Background: an optimization exercise with open tools, aiming at a short achievable clock period. Do not read the settings as production practice. RTL that was checked went through simulation tests only; none was proved equivalent to the original. For run 3, only the layout was checked, not whether the RTL still works. Power figures rest on the tool's default switching activity, not on a simulated workload.

## flow/design.v (module list and top-level ports; edited modules follow where they fit)
// module frame_config_regs: 991 lines
// module pixel_ingest: 335 lines
// module block_stats: 116 lines
// module square8: 66 lines
// module square8_inc: 66 lines
// module noise_estimator: 95 lines
// module noise_top: 73 lines
module noise_top (
	input logic clk,
	input logic reset,
	input logic reg_wr_en,
	input video_pkg::reg_addr_t reg_addr,
	input video_pkg::dim_t reg_wdata,
	input video_pkg::reg_addr_t reg_rd_addr,
	output video_pkg::dim_t reg_rdata,
	input video_pkg::pixel_t s_axis_tdata,
	input logic s_axis_tvalid,
	input logic s_axis_tuser,
	output logic s_axis_tready,
	output noise_pkg::variance_t estimated_noise,
	output logic estimated_noise_ready
);
  // ...
==> flow/run.sh <==
#!/bin/bash
# synth_recipe.tcl (not shown) runs the flow's synth.tcl, then flattens the netlist and writes it again
# the make line also repeats each setting of config.mk as NAME=value (left out here)
make -C /OpenROAD-flow-scripts/flow DESIGN_CONFIG=/design/flow/config.mk WORK_HOME=/design/flow/orfs CLKGATE_MAP_FILE= SYNTH_SCRIPT=/design/flow/synth_recipe.tcl finish
==> flow/config.mk <==
export PLATFORM = sky130hd
export DESIGN_NAME = noise_top
export DESIGN_NICKNAME = noise_top
export VERILOG_FILES = /design/flow/design.v
export SDC_FILE = /design/flow/constraint.sdc
export NUM_CORES = 4
export LEC_CHECK = 0
export CAP_MARGIN = 20
export CORE_MARGIN = 2
export CORE_UTILIZATION = 40
export SETUP_SLACK_MARGIN = 3.8
export SLEW_MARGIN = 20
export TNS_END_PERCENT = 100
==> flow/constraint.sdc <==
create_clock -name core_clock -period 7.0 [get_ports {clk}]
set_input_delay 1.4000 -clock core_clock [delete_from_list [all_inputs] [get_ports {clk}]]
set_output_delay 1.4000 -clock core_clock [all_outputs]
set_load 0.01 [all_outputs]
==> metrics list, run 1 <==
- The repair_antennas step left the layout with diodes totalling 0.
* Synthesized cell area: 0.03038 mm²
* Combinational family with the most area after synthesis: adder cells
* Outcome: timing/DRC/antenna clean
- Number of I/O port buffers: 80
* Initial core utilization: 40.21%
- Internal power comes to 6.923 mW.
- The clock arrives with 0.04249 ns of skew.
- The number of placed instances, taps included, is 4171.
- STA classifies the critical path startpoint as an input pin.
* Wirelength per Cell: 15.34 µm
- Final sum of negative setup slack: 0 ns
* Sum of internal, switching and leakage power: 10.61 mW
* Share of cell area taken by flip-flops and latches: 29.07%
- CTS resizes: 272
* Signal buffers share of area: 4.659%
* Row count: 101
* Die H: 279.6 µm
- Number of flip-flops in the largest register: 32
* Routed vias/inst: 4.999
* I/O pin count: 89
- Endpoint with the worst hold slack: u_stats.first_d3
* Die outline area: 0.07818 mm²
- Finished Layout Cells: 4345
* Most frequent cell after synthesis: inv_1
- Synth Register Bits: 481
* Worst-path cell with the longest stage delay: mux2_4
- Setup violations remaining at the end of the flow were counted as 0.
* Syn-to-layout area delta: 16.49%
- CTS placed an instance of clkbuf_16 at the clock tree root.
==> inputs of run 2 (changes only) <==
--- a/flow/config.mk
+++ b/flow/config.mk
@@ -10,3 +10,3 @@
 export CORE_UTILIZATION = 40
-export SETUP_SLACK_MARGIN = 3.8
+export SETUP_SLACK_MARGIN = 4.2
 export SLEW_MARGIN = 20
==> metrics list, run 2 <==
- The clock-pin slew on the worst setup and hold paths was 0.06 ns (about the same).
- The y dimension of the die is 279.6 µm (unchanged).
* Post-detailed-placement half-perimeter wirelength: 47330 µm (was 47150 µm)
- Sequential share of the synthesized area: 33.67% (unchanged)
* Vias in the first global route: 22255 (was 21992)
- The leakage component of the power came to 16.52 nW (was 15.98 nW).
* Headroom to the max-slew limit: 48.88% (was 41.61%)
- RSZ-0062 raised after global routing: true (unchanged)
- The global-route usage over all layers was 17.89% (was 17.25%).
* CTS root buf: clkbuf_16 (unchanged)
* Power per cell area: 312.4 mW/mm² (was 299.8 mW/mm²)
- Wire length of the first global-routing pass: 114600 µm (was 110800 µm)
* Number of failing setup endpoints in the final timing report: 0 (unchanged)
* Synthesized cell area: 0.03038 mm² (unchanged)
- Number of max-cap violations: 0 (unchanged)
- Pre-Repair DR Iteration Count: 5 (unchanged)
- Die outline area: 0.07818 mm² (unchanged)
* Origin of the worst min-delay path: u_stats.valid_d2 (was u_stats.first_d2)
- The worst path arrival time was 3.72 ns (was 1.97 ns).
- Element type at the critical path end: flop (was primary output)
* Maximum ir drop on the vdd rail: 0.0003022 V (was 0.0002520 V)
- Worst hold path class: flop to flop (unchanged)
- The overall die width came to 279.6 µm (unchanged).
* Worst setup path category: flop to flop (was input pin to primary output)
* Final sum of negative setup slack: 0 ns (unchanged)
- Syn-to-layout area delta: 21.59% (was 16.49%)
- The number of inserted filler cells in the final layout is 6962 (was 7134).
- The most common cell after layout, fill and taps aside is inv_1 (unchanged).
* Overflow left after global routing: 0 (unchanged)
- Area of all placed cells without fillers: 0.03695 mm² (was 0.03539 mm²)
- Total number of yosys warnings: 4 (unchanged)
- Initial DRC count: 1166 (was 1198)
* Skew final: 0.06875 ns (was 0.04249 ns)
- Routability congestion estimate from global placement: 0.8259 (was 0.8562)
* Wirelength per Cell: 15.83 µm (was 15.34 µm)
- Yosys top cell area share: 27.74% (unchanged)
* Row count: 101 (unchanged)
* Number of buffers created by CTS: 54 (unchanged)
- The number of inserted diodes came to 0 (unchanged).
* Area of the core: 0.07557 mm² (unchanged)
- Remaining design rule violation count: 0 (unchanged)
- The H-tree depth reported by CTS came to 2 (unchanged).
- The total number of nets in the final design came to 3901 (was 3844).
- Remaining antenna violation count: 0 (unchanged)
- Most frequent cell after synthesis: inv_1 (unchanged)
* Area of the multi-input gates: 0.01959 mm² (was 0.01878 mm²)
* Setup slack of the most critical reg-to-reg path: 3.61 ns (was 3.64 ns)
- Share of post-route cells with drive strength above 1: 18.69% (was 12.68%)
- The starting density of the core was 40.21% (unchanged).
- The cell accounting for the most synthesized area is dfxtp_1 (unchanged).
- CTS Hold Buffers Added: 0 (unchanged)
- The post-route minimum period came to 3.395 ns (was 3.368 ns).
- The register ranked first by flip-flop count was u_estimator.blk_count_next (unchanged).
* Final cell utilization of the core: 48.89% (was 46.84%)
- Most frequent cells in the layout: inv_1 (403), dfxtp_1 (377), nand2_1 (320), fa_1 (240) (was inv_1 (412), dfxtp_1 (394), nand2_1 (326), fa_1 (244), ha_1 (201)).
- Top cells by instance count after synthesis: inv_1 (426), dfxtp_1 (421), nand2_1 (329), fa_1 (246), ha_1 (219) (unchanged).
* Endpoint with the worst hold slack: u_stats.valid_d3 (was u_stats.first_d3)
* Actual slew at the worst max-slew pin: 0.7657 ns (was 0.8737 ns)
- The top fanout value on the critical path is 4 (was 8).
* Routed vias/inst: 5.007 (was 4.999)
* Clock insertion delay at the later pin of the skew report: 0.64 ns (was 0.61 ns)
- The flip-flop count of the largest register, all copies and words added is 32 (unchanged).
- Number of instances on the worst hold path: 0 (unchanged)
- Highest Clock Rate: 0.2946 GHz (was 0.2969 GHz)
- Setup slack after layout: 3.605 ns (was 3.632 ns)
- Largest regs: u_estimator.blk_count_next: 32 flops, u_regs.area_row0: 30 flops, u_regs.area_row1: 29 flops (unchanged).
- Post-place setup slack: 2.063 ns (was 1.773 ns)
- The startpoint of the worst register-to-register path was u_estimator.below_reg (was u_ingest.pixel[2]).
- Sum of internal, switching and leakage power: 11.54 mW (was 10.61 mW)
- I/O pin count: 89 (unchanged)
- Via total after detailed routing: 22045 (was 21722)
* Type of element launching the critical path: flop (was input pin)
- The gate count of the mapped netlist was 3228 (unchanged).
- The worst-case reg-to-reg path depth is 15 (was 14).
- Placed standard-cell area: 0.03245 mm² (was 0.03233 mm²)
- The number of port buffers is 80 (unchanged).
* Number of antenna violations at the first check in global routing: 0 (unchanged)
- Synth Register Bits: 481 (unchanged)
- Post-route fraction of the period consumed by the critical path: 48.50% (was 48.12%)
* Total number of clock tree sinks: 481 (unchanged)
* Synthesized netlist net count: 3748 (unchanged)
- The largest net degree at the start of global routing was 52 (unchanged).
* Critical register-to-register path endpoint: u_stats.acc_sum_sq_min[17] (was u_stats.acc_sum[13])
- Avg Inst Size Synth: 9.413 µm² (unchanged)
* Synth area leaders: dfxtp_1 (28%), fa_1 (16%), ha_1 (9.0%) (unchanged)
- Outcome: timing/DRC/antenna clean (unchanged)
- Sequential cell area: 0.01032 mm² (was 0.01029 mm²)
- The data required time of the critical path was 7.32 ns (was 5.60 ns).
- The post-detailed-routing wire length is 69680 µm (was 66630 µm).
* Ys async rst share: 0% (unchanged)
- The number of hold violations in the final report was 0 (unchanged).
- TritonCTS clock tree: built (unchanged)
* Number of slew-limit violations in the final report: 0 (unchanged)
- The number of synthesized flops with an enable pin came to 60 (unchanged).
* Post-synthesis cell type count: 89 (unchanged)
- The most used flip-flop cell after synthesis is dfxtp_1 (unchanged).
* Largest buffer count on any clock path: 3 (unchanged)
[run 2: cell count changes in the layout (fill, tap and decap cells not counted), sizes merged, moves of 2 or more]
cell,change
clkbuf,-5
inv,-2
clkdlybuf4s15,-2
bufinv,+2
bufbuf,+2
buf,+76
dlygate4sd2,-10
dlymetal6s2s,-2
clkdlybuf4s50,-2
clkinv,+3
[run 2: power breakdown]
group          leakage [nW]  switching [mW]  internal [mW]
registers              4.00           0.246           3.20
clock network         0.944            1.20           1.79
logic                  11.6            2.59           2.52
total                  16.5            4.04           7.51
[run 2: worst max path at each step]
stage	start	end	slack [ns]	cells past startpoint
after CTS	reg_rd_addr[0]	reg_rdata[10]	3.50	3
after global routing	u_ingest.pixel[1]	u_stats.acc_sum[13]	3.44	14
final	u_estimator.below_reg	u_stats.acc_sum_sq_min[17]	3.61	15
after floorplan	s_axis_tdata[4]	u_ingest.pixel[0]	3.41	12
after detailed placement	s_axis_tdata[4]	u_ingest.pixel[0]	2.06	13
after global placement	s_axis_tdata[4]	u_ingest.pixel[0]	2.07	13
[run 2: final cells by class]
type | count | share of cell area, %
Tap cell | 978 | 3.312
Sequential cell | 481 | 27.95
Timing Repair inverter | 1 | 0.01355
Timing Repair Buffer | 231 | 6.201
Clock buffer | 75 | 4.227
Inverter | 426 | 4.352
Multi-Input combinational cell | 2186 | 53.03
Clock inverter | 25 | 0.9144
[run 2: through the flow]
step / instances / hold WS (ns)
global route: 4403 / 0.3354
detailed placement: 4171 / 0.3120
global placement: 4171 / 0.3106
finish: 4403 / 0.3244
CTS: 4358 / 0.3262
floorplan: 3228 / 0.3096
[run 2: metal layers]
layer / vias up / part of all wire (%) / track usage, %
met4: 0 / 1.6 / 3.935
met1: 10664 / 46 / 23.71
li1: 10936 / - / -
met2: 354 / 49 / 31.19
met5: - / 0 / 0
met3: 91 / 3.4 / 2.210
[run 2: repair_timing]
item | CTS | global route
setup buffers | 82 | 45
resized for setup | 494 | 199
pin swaps | 84 | 99
setup endpoints to repair | 113 | 119
gates cloned | 5 | 0
[run 2: cell families (layout without fill, tap and decap cells)]
kind of cell	after synthesis	count (layout)	share of synthesized area, %
AND/OR/NAND/NOR	953	953	15.43
buffers and inverters	561	758	7.005
AO/OA/AOI/OAI	545	545	11.75
flip-flops	481	481	33.67
adder cells (fa/ha/maj)	468	468	25.33
XOR/XNOR	153	153	4.435
multiplexers	67	67	2.384
[run 2: worst max-delay path, cell delays in order, from the launching register on]
cell and delay, ns:
dfxtp_4 0.35, buf_8 0.13, buf_6 0.12, buf_6 0.10
mux2_4 0.30, a211o_1 0.31, mux2i_1 0.15, ha_1 0.32
o211ai_1 0.18, nand2_1 0.10, nand2_1 0.09, a21oi_4 0.23
a31oi_4 0.17, buf_6 0.15, o211a_1 0.20, a211o_1 0.23
==> module pixel_ingest, before the edit <==
module pixel_ingest (
	input logic clk,
	input logic reset,
	input video_pkg::pixel_t s_axis_tdata,
	input logic s_axis_tvalid,
	input logic s_axis_tuser,
	output logic s_axis_tready,
	output noise_pkg::pixel_thirds_t pixel,
	output logic sample_valid
);
	logic accept;
	logic [8:0] red, green, blue;
	logic [6:0] q_r, q_g, q_b;
	logic [1:0] rem_third;
	function automatic logic [8:0] third_of(input logic [7:0] c);
		case (c)
			8'd0: third_of = {7'd0, 2'd0};
			8'd1: third_of = {7'd0, 2'd1};
			8'd2: third_of = {7'd0, 2'd2};
			8'd3: third_of = {7'd1, 2'd0};
			8'd4: third_of = {7'd1, 2'd1};
			8'd5: third_of = {7'd1, 2'd2};
			8'd6: third_of = {7'd2, 2'd0};
			8'd7: third_of = {7'd2, 2'd1};
			8'd8: third_of = {7'd2, 2'd2};
			8'd9: third_of = {7'd3, 2'd0};
			8'd10: third_of = {7'd3, 2'd1};
			8'd11: third_of = {7'd3, 2'd2};
			8'd12: third_of = {7'd4, 2'd0};
			8'd13: third_of = {7'd4, 2'd1};
			8'd14: third_of = {7'd4, 2'd2};
			8'd15: third_of = {7'd5, 2'd0};
			8'd16: third_of = {7'd5, 2'd1};
			8'd17: third_of = {7'd5, 2'd2};
			8'd18: third_of = {7'd6, 2'd0};
			8'd19: third_of = {7'd6, 2'd1};
			8'd20: third_of = {7'd6, 2'd2};
			8'd21: third_of = {7'd7, 2'd0};
			8'd22: third_of = {7'd7, 2'd1};
			8'd23: third_of = {7'd7, 2'd2};
			8'd24: third_of = {7'd8, 2'd0};
			8'd25: third_of = {7'd8, 2'd1};
			8'd26: third_of = {7'd8, 2'd2};
			8'd27: third_of = {7'd9, 2'd0};
			8'd28: third_of = {7'd9, 2'd1};
			8'd29: third_of = {7'd9, 2'd2};
			8'd30: third_of = {7'd10, 2'd0};
			8'd31: third_of = {7'd10, 2'd1};
			8'd32: third_of = {7'd10, 2'd2};
			8'd33: third_of = {7'd11, 2'd0};
			8'd34: third_of = {7'd11, 2'd1};
			8'd35: third_of = {7'd11, 2'd2};
			8'd36: third_of = {7'd12, 2'd0};
			8'd37: third_of = {7'd12, 2'd1};
			8'd38: third_of = {7'd12, 2'd2};
			8'd39: third_of = {7'd13, 2'd0};
			8'd40: third_of = {7'd13, 2'd1};
			8'd41: third_of = {7'd13, 2'd2};
			8'd42: third_of = {7'd14, 2'd0};
			8'd43: third_of = {7'd14, 2'd1};
			8'd44: third_of = {7'd14, 2'd2};
			8'd45: third_of = {7'd15, 2'd0};
			8'd46: third_of = {7'd15, 2'd1};
			8'd47: third_of = {7'd15, 2'd2};
			8'd48: third_of = {7'd16, 2'd0};
			8'd49: third_of = {7'd16, 2'd1};
			8'd50: third_of = {7'd16, 2'd2};
			8'd51: third_of = {7'd17, 2'd0};
			8'd52: third_of = {7'd17, 2'd1};
			8'd53: third_of = {7'd17, 2'd2};
			8'd54: third_of = {7'd18, 2'd0};
			8'd55: third_of = {7'd18, 2'd1};
			8'd56: third_of = {7'd18, 2'd2};
			8'd57: third_of = {7'd19, 2'd0};
			8'd58: third_of = {7'd19, 2'd1};
			8'd59: third_of = {7'd19, 2'd2};
			8'd60: third_of = {7'd20, 2'd0};
			8'd61: third_of = {7'd20, 2'd1};
			8'd62: third_of = {7'd20, 2'd2};
			8'd63: third_of = {7'd21, 2'd0};
			8'd64: third_of = {7'd21, 2'd1};
			8'd65: third_of = {7'd21, 2'd2};
			8'd66: third_of = {7'd22, 2'd0};
			8'd67: third_of = {7'd22, 2'd1};
			8'd68: third_of = {7'd22, 2'd2};
			8'd69: third_of = {7'd23, 2'd0};
			8'd70: third_of = {7'd23, 2'd1};
			8'd71: third_of = {7'd23, 2'd2};
			8'd72: third_of = {7'd24, 2'd0};
			8'd73: third_of = {7'd24, 2'd1};
			8'd74: third_of = {7'd24, 2'd2};
			8'd75: third_of = {7'd25, 2'd0};
			8'd76: third_of = {7'd25, 2'd1};
			8'd77: third_of = {7'd25, 2'd2};
			8'd78: third_of = {7'd26, 2'd0};
			8'd79: third_of = {7'd26, 2'd1};
			8'd80: third_of = {7'd26, 2'd2};
			8'd81: third_of = {7'd27, 2'd0};
			8'd82: third_of = {7'd27, 2'd1};
			8'd83: third_of = {7'd27, 2'd2};
			8'd84: third_of = {7'd28, 2'd0};
			8'd85: third_of = {7'd28, 2'd1};
			8'd86: third_of = {7'd28, 2'd2};
			8'd87: third_of = {7'd29, 2'd0};
			8'd88: third_of = {7'd29, 2'd1};
			8'd89: third_of = {7'd29, 2'd2};
			8'd90: third_of = {7'd30, 2'd0};
			8'd91: third_of = {7'd30, 2'd1};
			8'd92: third_of = {7'd30, 2'd2};
			8'd93: third_of = {7'd31, 2'd0};
			8'd94: third_of = {7'd31, 2'd1};
			8'd95: third_of = {7'd31, 2'd2};
			8'd96: third_of = {7'd32, 2'd0};
			8'd97: third_of = {7'd32, 2'd1};
			8'd98: third_of = {7'd32, 2'd2};
			8'd99: third_of = {7'd33, 2'd0};
			8'd100: third_of = {7'd33, 2'd1};
			8'd101: third_of = {7'd33, 2'd2};
			8'd102: third_of = {7'd34, 2'd0};
			8'd103: third_of = {7'd34, 2'd1};
			8'd104: third_of = {7'd34, 2'd2};
			8'd105: third_of = {7'd35, 2'd0};
			8'd106: third_of = {7'd35, 2'd1};
			8'd107: third_of = {7'd35, 2'd2};
			8'd108: third_of = {7'd36, 2'd0};
			8'd109: third_of = {7'd36, 2'd1};
			8'd110: third_of = {7'd36, 2'd2};
			8'd111: third_of = {7'd37, 2'd0};
			8'd112: third_of = {7'd37, 2'd1};
			8'd113: third_of = {7'd37, 2'd2};
			8'd114: third_of = {7'd38, 2'd0};
			8'd115: third_of = {7'd38, 2'd1};
			8'd116: third_of = {7'd38, 2'd2};
			8'd117: third_of = {7'd39, 2'd0};
			8'd118: third_of = {7'd39, 2'd1};
			8'd119: third_of = {7'd39, 2'd2};
			8'd120: third_of = {7'd40, 2'd0};
			8'd121: third_of = {7'd40, 2'd1};
			8'd122: third_of = {7'd40, 2'd2};
			8'd123: third_of = {7'd41, 2'd0};
			8'd124: third_of = {7'd41, 2'd1};
			8'd125: third_of = {7'd41, 2'd2};
			8'd126: third_of = {7'd42, 2'd0};
			8'd127: third_of = {7'd42, 2'd1};
			8'd128: third_of = {7'd42, 2'd2};
			8'd129: third_of = {7'd43, 2'd0};
			8'd130: third_of = {7'd43, 2'd1};
			8'd131: third_of = {7'd43, 2'd2};
			8'd132: third_of = {7'd44, 2'd0};
			8'd133: third_of = {7'd44, 2'd1};
			8'd134: third_of = {7'd44, 2'd2};
			8'd135: third_of = {7'd45, 2'd0};
			8'd136: third_of = {7'd45, 2'd1};
			8'd137: third_of = {7'd45, 2'd2};
			8'd138: third_of = {7'd46, 2'd0};
			8'd139: third_of = {7'd46, 2'd1};
			8'd140: third_of = {7'd46, 2'd2};
			8'd141: third_of = {7'd47, 2'd0};
			8'd142: third_of = {7'd47, 2'd1};
			8'd143: third_of = {7'd47, 2'd2};
			8'd144: third_of = {7'd48, 2'd0};
			8'd145: third_of = {7'd48, 2'd1};
			8'd146: third_of = {7'd48, 2'd2};
			8'd147: third_of = {7'd49, 2'd0};
			8'd148: third_of = {7'd49, 2'd1};
			8'd149: third_of = {7'd49, 2'd2};
			8'd150: third_of = {7'd50, 2'd0};
			8'd151: third_of = {7'd50, 2'd1};
			8'd152: third_of = {7'd50, 2'd2};
			8'd153: third_of = {7'd51, 2'd0};
			8'd154: third_of = {7'd51, 2'd1};
			8'd155: third_of = {7'd51, 2'd2};
			8'd156: third_of = {7'd52, 2'd0};
			8'd157: third_of = {7'd52, 2'd1};
			8'd158: third_of = {7'd52, 2'd2};
			8'd159: third_of = {7'd53, 2'd0};
			8'd160: third_of = {7'd53, 2'd1};
			8'd161: third_of = {7'd53, 2'd2};
			8'd162: third_of = {7'd54, 2'd0};
			8'd163: third_of = {7'd54, 2'd1};
			8'd164: third_of = {7'd54, 2'd2};
			8'd165: third_of = {7'd55, 2'd0};
			8'd166: third_of = {7'd55, 2'd1};
			8'd167: third_of = {7'd55, 2'd2};
			8'd168: third_of = {7'd56, 2'd0};
			8'd169: third_of = {7'd56, 2'd1};
			8'd170: third_of = {7'd56, 2'd2};
			8'd171: third_of = {7'd57, 2'd0};
			8'd172: third_of = {7'd57, 2'd1};
			8'd173: third_of = {7'd57, 2'd2};
			8'd174: third_of = {7'd58, 2'd0};
			8'd175: third_of = {7'd58, 2'd1};
			8'd176: third_of = {7'd58, 2'd2};
			8'd177: third_of = {7'd59, 2'd0};
			8'd178: third_of = {7'd59, 2'd1};
			8'd179: third_of = {7'd59, 2'd2};
			8'd180: third_of = {7'd60, 2'd0};
			8'd181: third_of = {7'd60, 2'd1};
			8'd182: third_of = {7'd60, 2'd2};
			8'd183: third_of = {7'd61, 2'd0};
			8'd184: third_of = {7'd61, 2'd1};
			8'd185: third_of = {7'd61, 2'd2};
			8'd186: third_of = {7'd62, 2'd0};
			8'd187: third_of = {7'd62, 2'd1};
			8'd188: third_of = {7'd62, 2'd2};
			8'd189: third_of = {7'd63, 2'd0};
			8'd190: third_of = {7'd63, 2'd1};
			8'd191: third_of = {7'd63, 2'd2};
			8'd192: third_of = {7'd64, 2'd0};
			8'd193: third_of = {7'd64, 2'd1};
			8'd194: third_of = {7'd64, 2'd2};
			8'd195: third_of = {7'd65, 2'd0};
			8'd196: third_of = {7'd65, 2'd1};
			8'd197: third_of = {7'd65, 2'd2};
			8'd198: third_of = {7'd66, 2'd0};
			8'd199: third_of = {7'd66, 2'd1};
			8'd200: third_of = {7'd66, 2'd2};
			8'd201: third_of = {7'd67, 2'd0};
			8'd202: third_of = {7'd67, 2'd1};
			8'd203: third_of = {7'd67, 2'd2};
			8'd204: third_of = {7'd68, 2'd0};
			8'd205: third_of = {7'd68, 2'd1};
			8'd206: third_of = {7'd68, 2'd2};
			8'd207: third_of = {7'd69, 2'd0};
			8'd208: third_of = {7'd69, 2'd1};
			8'd209: third_of = {7'd69, 2'd2};
			8'd210: third_of = {7'd70, 2'd0};
			8'd211: third_of = {7'd70, 2'd1};
			8'd212: third_of = {7'd70, 2'd2};
			8'd213: third_of = {7'd71, 2'd0};
			8'd214: third_of = {7'd71, 2'd1};
			8'd215: third_of = {7'd71, 2'd2};
			8'd216: third_of = {7'd72, 2'd0};
			8'd217: third_of = {7'd72, 2'd1};
			8'd218: third_of = {7'd72, 2'd2};
			8'd219: third_of = {7'd73, 2'd0};
			8'd220: third_of = {7'd73, 2'd1};
			8'd221: third_of = {7'd73, 2'd2};
			8'd222: third_of = {7'd74, 2'd0};
			8'd223: third_of = {7'd74, 2'd1};
			8'd224: third_of = {7'd74, 2'd2};
			8'd225: third_of = {7'd75, 2'd0};
			8'd226: third_of = {7'd75, 2'd1};
			8'd227: third_of = {7'd75, 2'd2};
			8'd228: third_of = {7'd76, 2'd0};
			8'd229: third_of = {7'd76, 2'd1};
			8'd230: third_of = {7'd76, 2'd2};
			8'd231: third_of = {7'd77, 2'd0};
			8'd232: third_of = {7'd77, 2'd1};
			8'd233: third_of = {7'd77, 2'd2};
			8'd234: third_of = {7'd78, 2'd0};
			8'd235: third_of = {7'd78, 2'd1};
			8'd236: third_of = {7'd78, 2'd2};
			8'd237: third_of = {7'd79, 2'd0};
			8'd238: third_of = {7'd79, 2'd1};
			8'd239: third_of = {7'd79, 2'd2};
			8'd240: third_of = {7'd80, 2'd0};
			8'd241: third_of = {7'd80, 2'd1};
			8'd242: third_of = {7'd80, 2'd2};
			8'd243: third_of = {7'd81, 2'd0};
			8'd244: third_of = {7'd81, 2'd1};
			8'd245: third_of = {7'd81, 2'd2};
			8'd246: third_of = {7'd82, 2'd0};
			8'd247: third_of = {7'd82, 2'd1};
			8'd248: third_of = {7'd82, 2'd2};
			8'd249: third_of = {7'd83, 2'd0};
			8'd250: third_of = {7'd83, 2'd1};
			8'd251: third_of = {7'd83, 2'd2};
			8'd252: third_of = {7'd84, 2'd0};
			8'd253: third_of = {7'd84, 2'd1};
			8'd254: third_of = {7'd84, 2'd2};
			8'd255: third_of = {7'd85, 2'd0};
			default: third_of = 9'd0;
		endcase
	endfunction
	assign accept = s_axis_tvalid & s_axis_tready;
	assign red = third_of(s_axis_tdata[video_pkg::red_lsb +: video_pkg::channel_width]);
	assign green = third_of(s_axis_tdata[video_pkg::green_lsb +: video_pkg::channel_width]);
	assign blue = third_of(s_axis_tdata[video_pkg::blue_lsb +: video_pkg::channel_width]);
	assign q_r = red[8:2];
	assign q_g = green[8:2];
	assign q_b = blue[8:2];
	always_comb begin
		case ({red[1:0], green[1:0], blue[1:0]})
			6'b000000: rem_third = 2'd0;
			6'b000001: rem_third = 2'd0;
			6'b000010: rem_third = 2'd0;
			6'b000100: rem_third = 2'd0;
			6'b000101: rem_third = 2'd0;
			6'b000110: rem_third = 2'd1;
			6'b001000: rem_third = 2'd0;
			6'b001001: rem_third = 2'd1;
			6'b001010: rem_third = 2'd1;
			6'b010000: rem_third = 2'd0;
			6'b010001: rem_third = 2'd0;
			6'b010010: rem_third = 2'd1;
			6'b010100: rem_third = 2'd0;
			6'b010101: rem_third = 2'd1;
			6'b010110: rem_third = 2'd1;
			6'b011000: rem_third = 2'd1;
			6'b011001: rem_third = 2'd1;
			6'b011010: rem_third = 2'd1;
			6'b100000: rem_third = 2'd0;
			6'b100001: rem_third = 2'd1;
			6'b100010: rem_third = 2'd1;
			6'b100100: rem_third = 2'd1;
			6'b100101: rem_third = 2'd1;
			6'b100110: rem_third = 2'd1;
			6'b101000: rem_third = 2'd1;
			6'b101001: rem_third = 2'd1;
			6'b101010: rem_third = 2'd2;
			default: rem_third = 2'd0;
		endcase
	end
	always_ff @(posedge clk) begin
		if (reset) begin
			s_axis_tready <= 1'b0;
		end else begin
			s_axis_tready <= 1'b1;
		end
	end
	always_ff @(posedge clk) begin
		if (reset) begin
			sample_valid <= 1'b0;
		end else begin
			sample_valid <= accept;
		end
	end
	always_ff @(posedge clk) begin
		pixel.sof <= s_axis_tuser;
		pixel.third_sum <= q_r ^ q_g ^ q_b;
		pixel.third_carry <= (q_r & q_g) | (q_r & q_b) | (q_g & q_b);
		pixel.rem_third <= rem_third;
	end
endmodule
==> module block_stats, before the edit <==
module block_stats (
	input logic clk,
	input logic reset,
	input noise_pkg::pixel_thirds_t pixel,
	input logic sample_valid,
	input noise_pkg::variance_t block_min,
	output logic frame_start,
	output logic result_valid,
	output noise_pkg::sum_sq_t part_sum_sq,
	output logic [15:0] last_sq,
	output logic [15:0] mean_sq,
	output logic [23:0] part_sum_sq_min
);
	logic [video_pkg::block_shift-1:0] sample_count;
	logic count_zero;
	logic count_last;
	logic first_sample;
	logic last_sample;
	video_pkg::luma_t luma;
	noise_pkg::sum_t acc_sum;
	noise_pkg::sum_t acc_gated;
	noise_pkg::sum_t sum_next;
	video_pkg::luma_t luma_d;
	noise_pkg::sum_t blk_sum;
	logic valid_d2;
	logic first_d2;
	logic blk_valid;
	logic sof_d1;
	logic [15:0] luma_sq;
	logic [15:0] luma_sq1;
	logic [15:0] blk_mean_sq;
	logic [15:0] last_sq1;
	logic valid_d3;
	logic first_d3;
	noise_pkg::sum_sq_t acc_sum_sq;
	logic [23:0] acc_sum_sq_min;
	logic [7:0] l_s, l_c;
	assign l_s = {1'b0, pixel.third_sum} ^ {pixel.third_carry, 1'b0} ^ {6'd0, pixel.rem_third};
	assign l_c = ({1'b0, pixel.third_sum} & {pixel.third_carry, 1'b0})
		| ({1'b0, pixel.third_sum} & {6'd0, pixel.rem_third})
		| ({pixel.third_carry, 1'b0} & {6'd0, pixel.rem_third});
	assign luma = l_s + {l_c[6:0], 1'b0};
	assign first_sample = pixel.sof | count_zero;
	assign last_sample = !pixel.sof && count_last;
	assign acc_gated = first_sample ? noise_pkg::sum_t'(0) : acc_sum;
	logic [13:0] s_a, s_b, s_c, s1_s, s1_c, s2_s, s2_c;
	assign s_a = {7'd0, pixel.third_sum};
	assign s_b = {6'd0, pixel.third_carry, 1'b0};
	assign s_c = {12'd0, pixel.rem_third};
	assign s1_s = s_a ^ s_b ^ s_c;
	assign s1_c = {((s_a & s_b) | (s_a & s_c) | (s_b & s_c)), 1'b0};
	assign s2_s = acc_gated ^ s1_s ^ s1_c;
	assign s2_c = {((acc_gated & s1_s) | (acc_gated & s1_c) | (s1_s & s1_c)), 1'b0};
	assign sum_next = s2_s + s2_c;
	always_ff @(posedge clk) begin
		if (reset) begin
			sample_count <= '0;
			count_zero <= 1'b1;
			count_last <= 1'b0;
		end else if (sample_valid) begin
			if (pixel.sof) begin
				sample_count <= video_pkg::block_shift'(1);
				count_zero <= 1'b0;
				count_last <= 1'b0;
			end else begin
				sample_count <= sample_count + 1'b1;
				count_zero <= count_last;
				count_last <= (sample_count == video_pkg::samples_per_block - 2);
			end
		end
	end
	always_ff @(posedge clk) begin
		if (sample_valid)
			acc_sum <= sum_next;
	end
	always_ff @(posedge clk) begin
		luma_d <= luma;
		blk_sum <= sum_next;
		valid_d2 <= sample_valid;
		first_d2 <= first_sample;
	end
	square8 u_luma_sq (.x(luma_d), .y(luma_sq));
	square8_inc u_luma_sq1 (.x(luma_d), .y(luma_sq1));
	square8 u_mean_sq (.x(blk_sum[13:6]), .y(blk_mean_sq));
	always_ff @(posedge clk) begin
		last_sq <= luma_sq;
		mean_sq <= blk_mean_sq;
		last_sq1 <= luma_sq1;
		valid_d3 <= valid_d2;
		first_d3 <= first_d2;
	end
	always_ff @(posedge clk) begin
		if (valid_d3)
			acc_sum_sq <= (first_d3 ? noise_pkg::sum_sq_t'(0) : acc_sum_sq) + noise_pkg::sum_sq_t'(last_sq);
	end
	always_ff @(posedge clk) begin
		if (valid_d3)
			acc_sum_sq_min <= (first_d3 ? {2'b11, ~block_min, 6'b111111} : acc_sum_sq_min)
				+ 24'(first_d3 ? last_sq1 : last_sq);
	end
	assign part_sum_sq = acc_sum_sq;
	assign part_sum_sq_min = acc_sum_sq_min;
	always_ff @(posedge clk) begin
		if (reset) begin
			blk_valid <= 1'b0;
			result_valid <= 1'b0;
			sof_d1 <= 1'b0;
			frame_start <= 1'b0;
		end else begin
			blk_valid <= sample_valid & last_sample;
			result_valid <= blk_valid;
			sof_d1 <= sample_valid & pixel.sof;
			frame_start <= sof_d1;
		end
	end
endmodule
==> module noise_estimator, before the edit <==
module noise_estimator (
	input logic clk,
	input logic reset,
	input video_pkg::block_count_t blocks,
	input logic frame_start,
	input logic result_valid,
	input noise_pkg::sum_sq_t part_sum_sq,
	input logic [15:0] last_sq,
	input logic [15:0] mean_sq,
	input logic [23:0] part_sum_sq_min,
	output noise_pkg::variance_t block_min,
	output noise_pkg::variance_t estimated_noise,
	output logic estimated_noise_ready
);
	noise_pkg::estimator_state_t state;
	video_pkg::block_count_t blk_count_next;
	logic last_block;
	noise_pkg::variance_t variance;
	logic [23:0] below_diff;
	logic take_result;
	logic frame_done;
	noise_pkg::variance_t min_var;
	noise_pkg::variance_t var_reg;
	logic below_reg;
	logic take_reg;
	noise_pkg::variance_t min_new;
	logic [21:0] v_x, v_y, v_z, v_s, v_c, v_r;
	assign v_x = part_sum_sq;
	assign v_y = 22'(last_sq);
	assign v_z = ~{mean_sq, 6'd0};
	assign v_s = v_x ^ v_y ^ v_z;
	assign v_c = (v_x & v_y) | (v_x & v_z) | (v_y & v_z);
	assign v_r = v_s + {v_c[20:0], 1'b1};
	assign variance = v_r[21:6];
	logic [23:0] d_x, d_y, d_z, d_s, d_c;
	assign d_x = part_sum_sq_min;
	assign d_y = 24'(last_sq);
	assign d_z = ~{2'd0, mean_sq, 6'd0};
	assign d_s = d_x ^ d_y ^ d_z;
	assign d_c = (d_x & d_y) | (d_x & d_z) | (d_y & d_z);
	assign below_diff = d_s + {d_c[22:0], 1'b1};
	assign take_result = (state == noise_pkg::collect) && result_valid && !frame_start;
	assign frame_done = take_result && last_block;
	always_ff @(posedge clk) begin
		if (reset) begin
			state <= noise_pkg::idle;
			blk_count_next <= video_pkg::block_count_t'(1);
		end else begin
			case (state)
				noise_pkg::idle: begin
					if (frame_start) begin
						state <= noise_pkg::collect;
						blk_count_next <= video_pkg::block_count_t'(1);
					end
				end
				noise_pkg::collect: begin
					if (frame_start) begin
						blk_count_next <= video_pkg::block_count_t'(1);
					end else if (take_result) begin
						blk_count_next <= blk_count_next + video_pkg::block_count_t'(1);
						if (frame_done)
							state <= noise_pkg::report;
					end
				end
				noise_pkg::report: begin
					if (frame_start) begin
						state <= noise_pkg::collect;
						blk_count_next <= video_pkg::block_count_t'(1);
					end else begin
						state <= noise_pkg::idle;
					end
				end
				default: state <= noise_pkg::idle;
			endcase
		end
	end
	always_ff @(posedge clk) begin
		last_block <= (blk_count_next == blocks);
	end
	always_ff @(posedge clk) begin
		var_reg <= variance;
		below_reg <= below_diff[23];
		take_reg <= take_result;
	end
	assign min_new = below_reg ? var_reg : min_var;
	always_ff @(posedge clk) begin
		if (frame_start)
			min_var <= '1;
		else if (take_reg)
			min_var <= min_new;
	end
	assign block_min = frame_start ? '1 : take_reg ? min_new : min_var;
	assign estimated_noise = min_new;
	assign estimated_noise_ready = (state == noise_pkg::report);
endmodule
==> module noise_top, before the edit <==
module noise_top (
	input logic clk,
	input logic reset,
	input logic reg_wr_en,
	input video_pkg::reg_addr_t reg_addr,
	input video_pkg::dim_t reg_wdata,
	input video_pkg::reg_addr_t reg_rd_addr,
	output video_pkg::dim_t reg_rdata,
	input video_pkg::pixel_t s_axis_tdata,
	input logic s_axis_tvalid,
	input logic s_axis_tuser,
	output logic s_axis_tready,
	output noise_pkg::variance_t estimated_noise,
	output logic estimated_noise_ready
);
	video_pkg::block_count_t blocks;
	noise_pkg::pixel_thirds_t pixel;
	logic sample_valid;
	logic frame_start;
	logic result_valid;
	noise_pkg::sum_sq_t part_sum_sq;
	logic [15:0] last_sq;
	logic [15:0] mean_sq;
	logic [23:0] part_sum_sq_min;
	noise_pkg::variance_t block_min;
	frame_config_regs u_regs (
		.clk(clk),
		.reset(reset),
		.reg_wr_en(reg_wr_en),
		.reg_addr(reg_addr),
		.reg_wdata(reg_wdata),
		.reg_rd_addr(reg_rd_addr),
		.reg_rdata(reg_rdata),
		.blocks(blocks)
	);
	pixel_ingest u_ingest (
		.clk(clk),
		.reset(reset),
		.s_axis_tdata(s_axis_tdata),
		.s_axis_tvalid(s_axis_tvalid),
		.s_axis_tuser(s_axis_tuser),
		.s_axis_tready(s_axis_tready),
		.pixel(pixel),
		.sample_valid(sample_valid)
	);
	block_stats u_stats (
		.clk(clk),
		.reset(reset),
		.pixel(pixel),
		.sample_valid(sample_valid),
		.block_min(block_min),
		.frame_start(frame_start),
		.result_valid(result_valid),
		.part_sum_sq(part_sum_sq),
		.last_sq(last_sq),
		.mean_sq(mean_sq),
		.part_sum_sq_min(part_sum_sq_min)
	);
	noise_estimator u_estimator (
		.clk(clk),
		.reset(reset),
		.blocks(blocks),
		.frame_start(frame_start),
		.result_valid(result_valid),
		.part_sum_sq(part_sum_sq),
		.last_sq(last_sq),
		.mean_sq(mean_sq),
		.part_sum_sq_min(part_sum_sq_min),
		.block_min(block_min),
		.estimated_noise(estimated_noise),
		.estimated_noise_ready(estimated_noise_ready)
	);
endmodule
==> inputs of run 3 (changes only) <==
--- a/flow/design.v
+++ b/flow/design.v
@@ -1038,3 +1038,3 @@
 	logic [6:0] q_r, q_g, q_b;
-	logic [1:0] rem_third;
+	logic [2:0] rem_sum;
 	function automatic logic [8:0] third_of(input logic [7:0] c);
@@ -1307,34 +1307,3 @@
 	assign q_b = blue[8:2];
-	always_comb begin
-		case ({red[1:0], green[1:0], blue[1:0]})
-			6'b000000: rem_third = 2'd0;
-			6'b000001: rem_third = 2'd0;
-			6'b000010: rem_third = 2'd0;
-			6'b000100: rem_third = 2'd0;
-			6'b000101: rem_third = 2'd0;
-			6'b000110: rem_third = 2'd1;
-			6'b001000: rem_third = 2'd0;
-			6'b001001: rem_third = 2'd1;
-			6'b001010: rem_third = 2'd1;
-			6'b010000: rem_third = 2'd0;
-			6'b010001: rem_third = 2'd0;
-			6'b010010: rem_third = 2'd1;
-			6'b010100: rem_third = 2'd0;
-			6'b010101: rem_third = 2'd1;
-			6'b010110: rem_third = 2'd1;
-			6'b011000: rem_third = 2'd1;
-			6'b011001: rem_third = 2'd1;
-			6'b011010: rem_third = 2'd1;
-			6'b100000: rem_third = 2'd0;
-			6'b100001: rem_third = 2'd1;
-			6'b100010: rem_third = 2'd1;
-			6'b100100: rem_third = 2'd1;
-			6'b100101: rem_third = 2'd1;
-			6'b100110: rem_third = 2'd1;
-			6'b101000: rem_third = 2'd1;
-			6'b101001: rem_third = 2'd1;
-			6'b101010: rem_third = 2'd2;
-			default: rem_third = 2'd0;
-		endcase
-	end
+	assign rem_sum = 3'(red[1:0]) + 3'(green[1:0]) + 3'(blue[1:0]);
 	always_ff @(posedge clk) begin
@@ -1357,3 +1326,3 @@
 		pixel.third_carry <= (q_r & q_g) | (q_r & q_b) | (q_g & q_b);
-		pixel.rem_third <= rem_third;
+		pixel.rem_third <= (rem_sum >= 3'd6) ? 2'd2 : (rem_sum >= 3'd3) ? 2'd1 : 2'd0;
 	end
@@ -1366,3 +1335,3 @@
 	input logic sample_valid,
-	input noise_pkg::variance_t block_min,
+	input noise_pkg::variance_t min_var,
 	output logic frame_start,
@@ -1372,3 +1341,3 @@
 	output logic [15:0] mean_sq,
-	output logic [23:0] part_sum_sq_min
+	output logic [16:0] mean_sq_min
 );
@@ -1390,5 +1359,4 @@
 	logic [15:0] luma_sq;
-	logic [15:0] luma_sq1;
 	logic [15:0] blk_mean_sq;
-	logic [15:0] last_sq1;
+	logic [16:0] blk_mean_sq_min;
 	logic valid_d3;
@@ -1396,3 +1364,2 @@
 	noise_pkg::sum_sq_t acc_sum_sq;
-	logic [23:0] acc_sum_sq_min;
 	logic [7:0] l_s, l_c;
@@ -1443,4 +1410,4 @@
 	square8 u_luma_sq (.x(luma_d), .y(luma_sq));
-	square8_inc u_luma_sq1 (.x(luma_d), .y(luma_sq1));
 	square8 u_mean_sq (.x(blk_sum[13:6]), .y(blk_mean_sq));
+	square8_add u_mean_sq_min (.x(blk_sum[13:6]), .a(min_var), .y(blk_mean_sq_min));
 	always_ff @(posedge clk) begin
@@ -1448,3 +1415,3 @@
 		mean_sq <= blk_mean_sq;
-		last_sq1 <= luma_sq1;
+		mean_sq_min <= blk_mean_sq_min;
 		valid_d3 <= valid_d2;
@@ -1456,9 +1423,3 @@
 	end
-	always_ff @(posedge clk) begin
-		if (valid_d3)
-			acc_sum_sq_min <= (first_d3 ? {2'b11, ~block_min, 6'b111111} : acc_sum_sq_min)
-				+ 24'(first_d3 ? last_sq1 : last_sq);
-	end
 	assign part_sum_sq = acc_sum_sq;
-	assign part_sum_sq_min = acc_sum_sq_min;
 	always_ff @(posedge clk) begin
@@ -1543,5 +1504,6 @@
 endmodule
-module square8_inc (
+module square8_add (
 	input logic [7:0] x,
-	output logic [15:0] y
+	input logic [15:0] a,
+	output logic [16:0] y
 );
@@ -1577,12 +1539,38 @@
 	logic t_30;
-	assign t_1 = (x[0] & x[7]) ^ (x[1] & x[6]);
-	assign t_2 = (x[0] & x[7]) & (x[1] & x[6]);
-	assign t_3 = (x[0] & x[5]) ^ (x[1] & x[4]);
-	assign t_4 = (x[0] & x[5]) & (x[1] & x[4]);
-	assign t_5 = (x[0] & x[6]) ^ (x[1] & x[5]);
-	assign t_6 = (x[0] & x[6]) & (x[1] & x[5]);
-	assign t_7 = t_1 ^ (x[2] & x[5]) ^ (x[3] & x[4]);
-	assign t_8 = (t_1 & (x[2] & x[5])) | (t_1 & (x[3] & x[4])) | ((x[2] & x[5]) & (x[3] & x[4]));
-	assign t_9 = t_2 ^ (x[1] & x[7]) ^ (x[2] & x[6]);
-	assign t_10 = (t_2 & (x[1] & x[7])) | (t_2 & (x[2] & x[6])) | ((x[1] & x[7]) & (x[2] & x[6]));
+	logic t_31;
+	logic t_32;
+	logic t_33;
+	logic t_34;
+	logic t_35;
+	logic t_36;
+	logic t_37;
+	logic t_38;
+	logic t_39;
+	logic t_40;
+	logic t_41;
+	logic t_42;
+	logic t_43;
+	logic t_44;
+	logic t_45;
+	logic t_46;
+	logic t_47;
+	logic t_48;
+	logic t_49;
+	logic t_50;
+	logic t_51;
+	logic t_52;
+	logic t_53;
+	logic t_54;
+	logic t_55;
+	logic t_56;
+	assign t_1 = (x[0] & x[5]) ^ (x[1] & x[4]);
+	assign t_2 = (x[0] & x[5]) & (x[1] & x[4]);
+	assign t_3 = (x[0] & x[6]) ^ (x[1] & x[5]);
+	assign t_4 = (x[0] & x[6]) & (x[1] & x[5]);
+	assign t_5 = (x[0] & x[7]) ^ (x[1] & x[6]) ^ (x[2] & x[5]);
+	assign t_6 = ((x[0] & x[7]) & (x[1] & x[6])) | ((x[0] & x[7]) & (x[2] & x[5])) | ((x[1] & x[6]) & (x[2] & x[5]));
+	assign t_7 = (x[3] & x[4]) ^ x[4];
+	assign t_8 = (x[3] & x[4]) & x[4];
+	assign t_9 = (x[1] & x[7]) ^ (x[2] & x[6]) ^ (x[3] & x[5]);
+	assign t_10 = ((x[1] & x[7]) & (x[2] & x[6])) | ((x[1] & x[7]) & (x[3] & x[5])) | ((x[2] & x[6]) & (x[3] & x[5]));
 	assign t_11 = (x[2] & x[7]) ^ (x[3] & x[6]) ^ (x[4] & x[5]);
@@ -1593,10 +1581,10 @@
 	assign t_16 = (x[0] & x[4]) & (x[1] & x[3]);
-	assign t_17 = t_3 ^ (x[2] & x[3]) ^ x[3];
-	assign t_18 = (t_3 & (x[2] & x[3])) | (t_3 & x[3]) | ((x[2] & x[3]) & x[3]);
-	assign t_19 = t_4 ^ t_5 ^ (x[2] & x[4]);
-	assign t_20 = (t_4 & t_5) | (t_4 & (x[2] & x[4])) | (t_5 & (x[2] & x[4]));
-	assign t_21 = t_6 ^ t_7 ^ x[4];
-	assign t_22 = (t_6 & t_7) | (t_6 & x[4]) | (t_7 & x[4]);
-	assign t_23 = t_8 ^ t_9 ^ (x[3] & x[5]);
-	assign t_24 = (t_8 & t_9) | (t_8 & (x[3] & x[5])) | (t_9 & (x[3] & x[5]));
+	assign t_17 = t_1 ^ (x[2] & x[3]) ^ x[3];
+	assign t_18 = (t_1 & (x[2] & x[3])) | (t_1 & x[3]) | ((x[2] & x[3]) & x[3]);
+	assign t_19 = t_2 ^ t_3 ^ (x[2] & x[4]);
+	assign t_20 = (t_2 & t_3) | (t_2 & (x[2] & x[4])) | (t_3 & (x[2] & x[4]));
+	assign t_21 = t_4 ^ t_5 ^ t_7;
+	assign t_22 = (t_4 & t_5) | (t_4 & t_7) | (t_5 & t_7);
+	assign t_23 = t_6 ^ t_8 ^ t_9;
+	assign t_24 = (t_6 & t_8) | (t_6 & t_9) | (t_8 & t_9);
 	assign t_25 = t_10 ^ t_11 ^ x[5];
@@ -1607,3 +1595,29 @@
 	assign t_30 = ((x[4] & x[7]) & (x[5] & x[6])) | ((x[4] & x[7]) & x[6]) | ((x[5] & x[6]) & x[6]);
-	assign y = {1'b0, (x[6] & x[7]), t_30, t_28, t_26, t_24, t_22, t_20, t_18, t_16, t_14, t_13, (x[0] & x[2]), (x[0] & x[1]), 1'b0, x[0]} + {1'b0, x[7], (x[5] & x[7]), t_29, t_27, t_25, t_23, t_21, t_19, t_17, t_15, x[2], 1'b0, x[1], 1'b0, 1'b1};
+	assign t_31 = (x[0] & x[1]) ^ x[1];
+	assign t_32 = (x[0] & x[1]) & x[1];
+	assign t_33 = (x[0] & x[2]) ^ a[3];
+	assign t_34 = (x[0] & x[2]) & a[3];
+	assign t_35 = t_13 ^ x[2] ^ a[4];
+	assign t_36 = (t_13 & x[2]) | (t_13 & a[4]) | (x[2] & a[4]);
+	assign t_37 = t_14 ^ t_15 ^ a[5];
+	assign t_38 = (t_14 & t_15) | (t_14 & a[5]) | (t_15 & a[5]);
+	assign t_39 = t_16 ^ t_17 ^ a[6];
+	assign t_40 = (t_16 & t_17) | (t_16 & a[6]) | (t_17 & a[6]);
+	assign t_41 = t_18 ^ t_19 ^ a[7];
+	assign t_42 = (t_18 & t_19) | (t_18 & a[7]) | (t_19 & a[7]);
+	assign t_43 = t_20 ^ t_21 ^ a[8];
+	assign t_44 = (t_20 & t_21) | (t_20 & a[8]) | (t_21 & a[8]);
+	assign t_45 = t_22 ^ t_23 ^ a[9];
+	assign t_46 = (t_22 & t_23) | (t_22 & a[9]) | (t_23 & a[9]);
+	assign t_47 = t_24 ^ t_25 ^ a[10];
+	assign t_48 = (t_24 & t_25) | (t_24 & a[10]) | (t_25 & a[10]);
+	assign t_49 = t_26 ^ t_27 ^ a[11];
+	assign t_50 = (t_26 & t_27) | (t_26 & a[11]) | (t_27 & a[11]);
+	assign t_51 = t_28 ^ t_29 ^ a[12];
+	assign t_52 = (t_28 & t_29) | (t_28 & a[12]) | (t_29 & a[12]);
+	assign t_53 = t_30 ^ (x[5] & x[7]) ^ a[13];
+	assign t_54 = (t_30 & (x[5] & x[7])) | (t_30 & a[13]) | ((x[5] & x[7]) & a[13]);
+	assign t_55 = (x[6] & x[7]) ^ x[7] ^ a[14];
+	assign t_56 = ((x[6] & x[7]) & x[7]) | ((x[6] & x[7]) & a[14]) | (x[7] & a[14]);
+	assign y = {1'b0, t_56, t_54, t_52, t_50, t_48, t_46, t_44, t_42, t_40, t_38, t_36, t_34, t_32, t_31, a[1], x[0]} + {1'b0, a[15], t_55, t_53, t_51, t_49, t_47, t_45, t_43, t_41, t_39, t_37, t_35, t_33, a[2], 1'b0, a[0]};
 endmodule
@@ -1619,4 +1633,4 @@
 	input logic [15:0] mean_sq,
-	input logic [23:0] part_sum_sq_min,
-	output noise_pkg::variance_t block_min,
+	input logic [16:0] mean_sq_min,
+	output noise_pkg::variance_t min_var,
 	output noise_pkg::variance_t estimated_noise,
@@ -1631,3 +1645,2 @@
 	logic frame_done;
-	noise_pkg::variance_t min_var;
 	noise_pkg::variance_t var_reg;
@@ -1645,5 +1658,5 @@
 	logic [23:0] d_x, d_y, d_z, d_s, d_c;
-	assign d_x = part_sum_sq_min;
+	assign d_x = 24'(part_sum_sq);
 	assign d_y = 24'(last_sq);
-	assign d_z = ~{2'd0, mean_sq, 6'd0};
+	assign d_z = ~{1'b0, mean_sq_min, 6'd0};
 	assign d_s = d_x ^ d_y ^ d_z;
@@ -1701,3 +1714,2 @@
 	end
-	assign block_min = frame_start ? '1 : take_reg ? min_new : min_var;
 	assign estimated_noise = min_new;
@@ -1729,4 +1741,4 @@
 	logic [15:0] mean_sq;
-	logic [23:0] part_sum_sq_min;
-	noise_pkg::variance_t block_min;
+	logic [16:0] mean_sq_min;
+	noise_pkg::variance_t min_var;
 	frame_config_regs u_regs (
@@ -1756,3 +1768,3 @@
 		.sample_valid(sample_valid),
-		.block_min(block_min),
+		.min_var(min_var),
 		.frame_start(frame_start),
@@ -1762,3 +1774,3 @@
 		.mean_sq(mean_sq),
-		.part_sum_sq_min(part_sum_sq_min)
+		.mean_sq_min(mean_sq_min)
 	);
@@ -1773,4 +1785,4 @@
 		.mean_sq(mean_sq),
-		.part_sum_sq_min(part_sum_sq_min),
-		.block_min(block_min),
+		.mean_sq_min(mean_sq_min),
+		.min_var(min_var),
 		.estimated_noise(estimated_noise),
--- a/flow/config.mk
+++ b/flow/config.mk
@@ -10,3 +10,3 @@
 export CORE_UTILIZATION = 40
-export SETUP_SLACK_MARGIN = 4.2
+export SETUP_SLACK_MARGIN = 3.8
 export SLEW_MARGIN = 20
==> metrics list, run 3 <==
* Placed standard-cell area: 0.03139 mm² (was 0.03245 mm²)
- Part of the power in the clock network: 26.5% (was 25.9%)
- The category of the critical setup timing path was flop to flop (unchanged).
- Area of all placed cells without fillers: 0.03456 mm² (was 0.03695 mm²)
- The headroom to the max-slew limit was 44.10% (was 48.88%).
* Cells after Synth: 3122 (was 3228)
- Top cells by instance count after synthesis: dfxtp_1 (437), inv_1 (434), nand2_1 (323), fa_1 (264), ha_1 (208) (was inv_1 (426), dfxtp_1 (421), nand2_1 (329), fa_1 (246), ha_1 (219)).
* Yosys top cell area share: 29.79% (was 27.74%)
* Die Width: 275.0 µm (was 279.6 µm)
- Register with the most flip-flops: u_estimator.blk_count_next (unchanged)
* Final sum of negative setup slack: 0 ns (unchanged)
- Tmin final: 3.646 ns (was 3.395 ns)
* Number of H-tree levels: 2 (unchanged)
- Area of the core: 0.07283 mm² (was 0.07557 mm²)
- Synthesized cell area: 0.02937 mm² (was 0.03038 mm²)
* Actual slew at the worst max-slew pin: 0.8374 ns (was 0.7657 ns)
- Remaining design rule violation count: 0 (unchanged)
- Outcome: timing/DRC/antenna clean (unchanged).
- Die outline area: 0.07561 mm² (was 0.07818 mm²)
* Stage delay of the slowest cell on the critical path: 0.55 ns (was 0.35 ns)
* Psw: 3.511 mW (was 4.035 mW)
- CTS Hold Buffers Added: 0 (unchanged)
* Type of element launching the critical path: flop (unchanged)
- The instance count after placement with tap cells included came to 4079 (was 4171).
- Largest regs: u_estimator.blk_count_next: 32 flops, u_regs.area_row0: 30 flops, u_regs.area_row1: 29 flops (unchanged)
* Top_reg_cell synth: dfxtp_1 (unchanged)
* Most frequent cell after synthesis: dfxtp_1 (was inv_1)
- The number of synthesis warnings is 4 (unchanged).
* CP max FO: 5 (was 4)
* Row count: 99 (was 101)
- Finished Layout Cells: 4231 (was 4403)
- RSZ-0062 raised after global routing: true (unchanged).
* Sequential share of the synthesized area: 33.47% (was 33.67%)
- Synth area leaders: dfxtp_1 (30%), fa_1 (18%), ha_1 (8.9%) (was dfxtp_1 (28%), fa_1 (16%), ha_1 (9.0%))
* Number of failing setup endpoints in the final timing report: 0 (unchanged)
* Synthesized netlist net count: 3649 (was 3748)
* Net switching fraction of the power: 34.83% (was 34.96%)
- Number of buffers created by CTS: 51 (was 54)
* TritonCTS clock tree: built (unchanged)
- The I/O pin total is 89 (unchanged).
* Number of slew-limit violations in the final report: 0 (unchanged)
* Largest buffer count on any clock path: 3 (unchanged)
- Pin count of the biggest net entering global routing: 43 (was 52)
- The share of cells above drive strength 1 is 13.08% (was 18.69%).
- The wire length of the first global-routing pass was 106800 µm (was 114600 µm).
- The number of inserted diodes came to 0 (unchanged).
- CTS root buf: clkbuf_16 (unchanged)
- CP Data Arrival Time: 4.11 ns (was 3.72 ns)
* Cell-internal power: 6.569 mW (was 7.507 mW)
- The routability congestion estimate from global placement was 0.8164 (was 0.8259).
* Number of I/O port buffers: 80 (unchanged)
- Final cell utilization of the core: 47.45% (was 48.89%)
- Element type at the critical path end: flop (unchanged)
- Vias in the first global route: 20912 (was 22255)
- The starting DRC count in detailed routing is 857 (was 1166).
* Number of flip-flops in the largest register: 32 (unchanged)
* Die H: 275.0 µm (was 279.6 µm)
- The average size of a mapped cell is 9.407 µm² (was 9.413 µm²).
- The global-route usage over all layers is 17.47% (was 17.89%).
- Worst-path cell with the longest stage delay: fa_1 (was dfxtp_4)
- Number of flops mapped to enable cells by yosys: 36 (was 60)
- The length of the first detailed-routing pass in iterations was 5 (unchanged).
- Number of nets in the final layout: 3759 (was 3901)
- The growth of design area from synthesis to finish is 17.67% (was 21.59%).
* Synth Register Bits: 473 (was 481)
* Share of total power in sequential cells: 32.6% (was 29.9%)
- Data required time at the worst endpoint: 7.47 ns (was 7.32 ns)
- The post-detailed-routing wire length was 66000 µm (was 69680 µm).
- Post-route fraction of the period consumed by the critical path: 52.08% (was 48.50%)
* Wirelength per Cell: 15.60 µm (was 15.83 µm)
* Overflow left after global routing: 0 (unchanged)
- Most frequent cells in the layout: inv_1 (413), dfxtp_1 (413), nand2_1 (317), fa_1 (258), and2_1 (190) (was inv_1 (403), dfxtp_1 (377), nand2_1 (320), fa_1 (240)).
- The initial antenna violation count was 0 (unchanged).
* Highest Clock Rate: 0.2743 GHz (was 0.2946 GHz)
* Maximum ir drop on the vdd rail: 0.0002750 V (was 0.0003022 V)
- The HPWL reported at the end of detailed placement came to 46630 µm (was 47330 µm).
* Clock insertion delay at the later pin of the skew report: 0.61 ns (was 0.64 ns)
* Worst hold path class: flop to flop (unchanged)
- Remaining antenna violation count: 0 (unchanged)
- CTS clock-pin slew for the worst setup and hold paths: 0.07 ns (was 0.06 ns)
- Skew final: 0.04551 ns (was 0.06875 ns)
- The count of vias placed by the detailed router is 20907 (was 22045).
- Share of power burned in combinational logic: 40.8% (was 44.2%)
* Ys async rst share: 0% (unchanged)
- Ordered list of cells on the worst path: and2_4, fa_1, inv_2, fa_2, inv_2, fa_2, ha_4, or2_4, a21oi_4, nor3_2, a2111oi_4, a21oi_2, xor2_1 (was buf_8, buf_6, buf_6, mux2_4, a211o_1, mux2i_1, ha_1, o211ai_1, nand2_1, nand2_1, a21oi_4, a31oi_4, buf_6, o211a_1, a211o_1)
* Cell family with most CP delay: adder cells (was compound AO/OA/AOI/OAI gates)
- The number of max-cap violations was 0 (unchanged).
- Initial core utilization: 40.32% (was 40.21%)
- Final hold violations: 0 (unchanged)
- The number of clock sinks seen by CTS came to 473 (was 481).
* Post-synthesis cell type count: 79 (was 89)
- Sum of internal, switching and leakage power: 10.08 mW (was 11.54 mW)
* Static power due to leakage: 15.55 nW (was 16.52 nW)
- Buffer and inverter count on the worst path: 2 (was 4)
- The via density per instance was 4.941 (was 5.007).
* Cell taking the most area after synthesis: dfxtp_1 (unchanged)
- The ratio of total power to cell area came to 291.7 mW/mm² (was 312.4 mW/mm²).
==> run 3: cell count changes after synthesis, sizes merged, moves of 14 or more <==
cell	before	now
o21ai	104	146
dfxtp	421	437
a211o	19	5
clkbuf	119	104
edfxtp	60	36
nor2	181	165
fa	246	264
==> run 3: final timing paths <==
kind                                    startpoint                 endpoint  slack (ns)  depth (start not counted)
worst min register to register    u_stats.first_d2         u_stats.first_d3        0.33                          0
worst max register to register  u_stats.blk_sum[7]  u_stats.mean_sq_min[15]        3.35                         13
worst min-delay path              u_stats.first_d2         u_stats.first_d3        0.33                          0
worst max-delay path            u_stats.blk_sum[7]  u_stats.mean_sq_min[15]        3.35                         13
==> run 3: timing repair <==
action | CTS | global route
gates resized for setup | 317 | 162
setup buffers | 40 | 15
pin swaps | 56 | 63
hold endpoints to repair | 0 | 0
setup endpoints to repair | 81 | 62
cloned | 2 | 2
==> run 3: stage by stage <==
step | hold WS [ns] | worst slack, ns
finish | 0.3251 | 3.354
global route | 0.3266 | 3.220
CTS | 0.3264 | 3.341
detailed placement | 0.3120 | 1.844
global placement | 0.3100 | 1.829
floorplan | 0.3096 | 3.095
==> run 3: power groups by stage <==
| stage | clock, mW | combinational, mW | sequential, mW |
|---|---|---|---|
| after global routing | 2.87 | 4.71 | 3.32 |
| after CTS | 2.76 | 3.91 | 3.29 |
| after global placement | 0 | 3.62 | 3.37 |
| after detailed placement | 0 | 3.68 | 3.37 |
| final | 2.67 | 4.12 | 3.29 |
| after floorplan | 0 | 2.86 | 3.26 |
==> run 3: worst register-to-register path: stages, from the launching register on <==
cell       delay, ns
dfxtp_4         0.36
and2_4          0.15
fa_1            0.55
inv_2           0.04
fa_2            0.52
inv_2           0.04
fa_2            0.53
ha_4            0.21
or2_4           0.23
a21oi_4         0.19
nor3_2          0.08
a2111oi_4       0.37
a21oi_2         0.11
xor2_1          0.15
==> run 3: per-layer routing <==
layer | vias up | routed length, µm | track usage [%]
met3 | 88 | 2434 | 2.453
met4 | 0 | 1517 | 4.523
met1 | 10102 | 29820 | 22.38
li1 | 10385 | - | -
met5 | - | 0 | 0
met2 | 332 | 32230 | 30.85
==> run 3: final cells by class <==
| class | count | area, µm² |
|---|---|---|
| fill | 6865 | 38280 |
| multi-input combinational | 2103 | 18490 |
| inverter | 436 | 1663 |
| tap | 959 | 1200 |
| clock buffer | 80 | 1495 |
| sequential | 473 | 9889 |
| timing repair buffer | 167 | 1654 |
| clock inverter | 13 | 171.4 |
==> run 3: logic make-up (layout without fill, tap and decap cells) <==
logic type	after synthesis	count (layout)	synth area share (%)
xor+xnor	146	146	4.354
buf+inv	546	696	6.982
simple gates	895	895	14.82
fa+ha+maj	474	474	26.92
flops	473	473	33.47
compound gates	530	530	11.35
mux	58	58	2.105

re-timing with driven ports:
In the flow no input, the clock included, has a driving cell. The finished layouts below were timed again as built, in two steps. Step 1 assumes that a clkbuf_16 drives the clock port and a buf_2 every other input. Step 2, shift: input delay + t, output delay - t, t = (earliest + latest rising clock arrival at the registers) / 2. This alone moves slack from input paths to output paths. Slacks: no drivers / after step 1 / after step 2; pairs: no drivers / after step 1.
| run | shift t [ns] | slack for setup (ns) | worst setup path after step 2 | clock arrival spread, ns |
|---|---|---|---|---|
| run 1 | 0.661 | 3.632 / 3.454 / 3.191 | input to register | 0.051 / 0.051 |
| run 2 | 0.670 | 3.605 / 3.447 / 3.261 | input to register | 0.074 / 0.074 |
| run 3 | 0.659 | 3.354 / 3.354 / 2.934 | input to register | 0.049 / 0.049 |
After both steps every run listed still meets setup and hold. For run 1, which loses most, drivers alone change the setup slack by -0.178 ns; drivers and shift together by -0.441 ns.
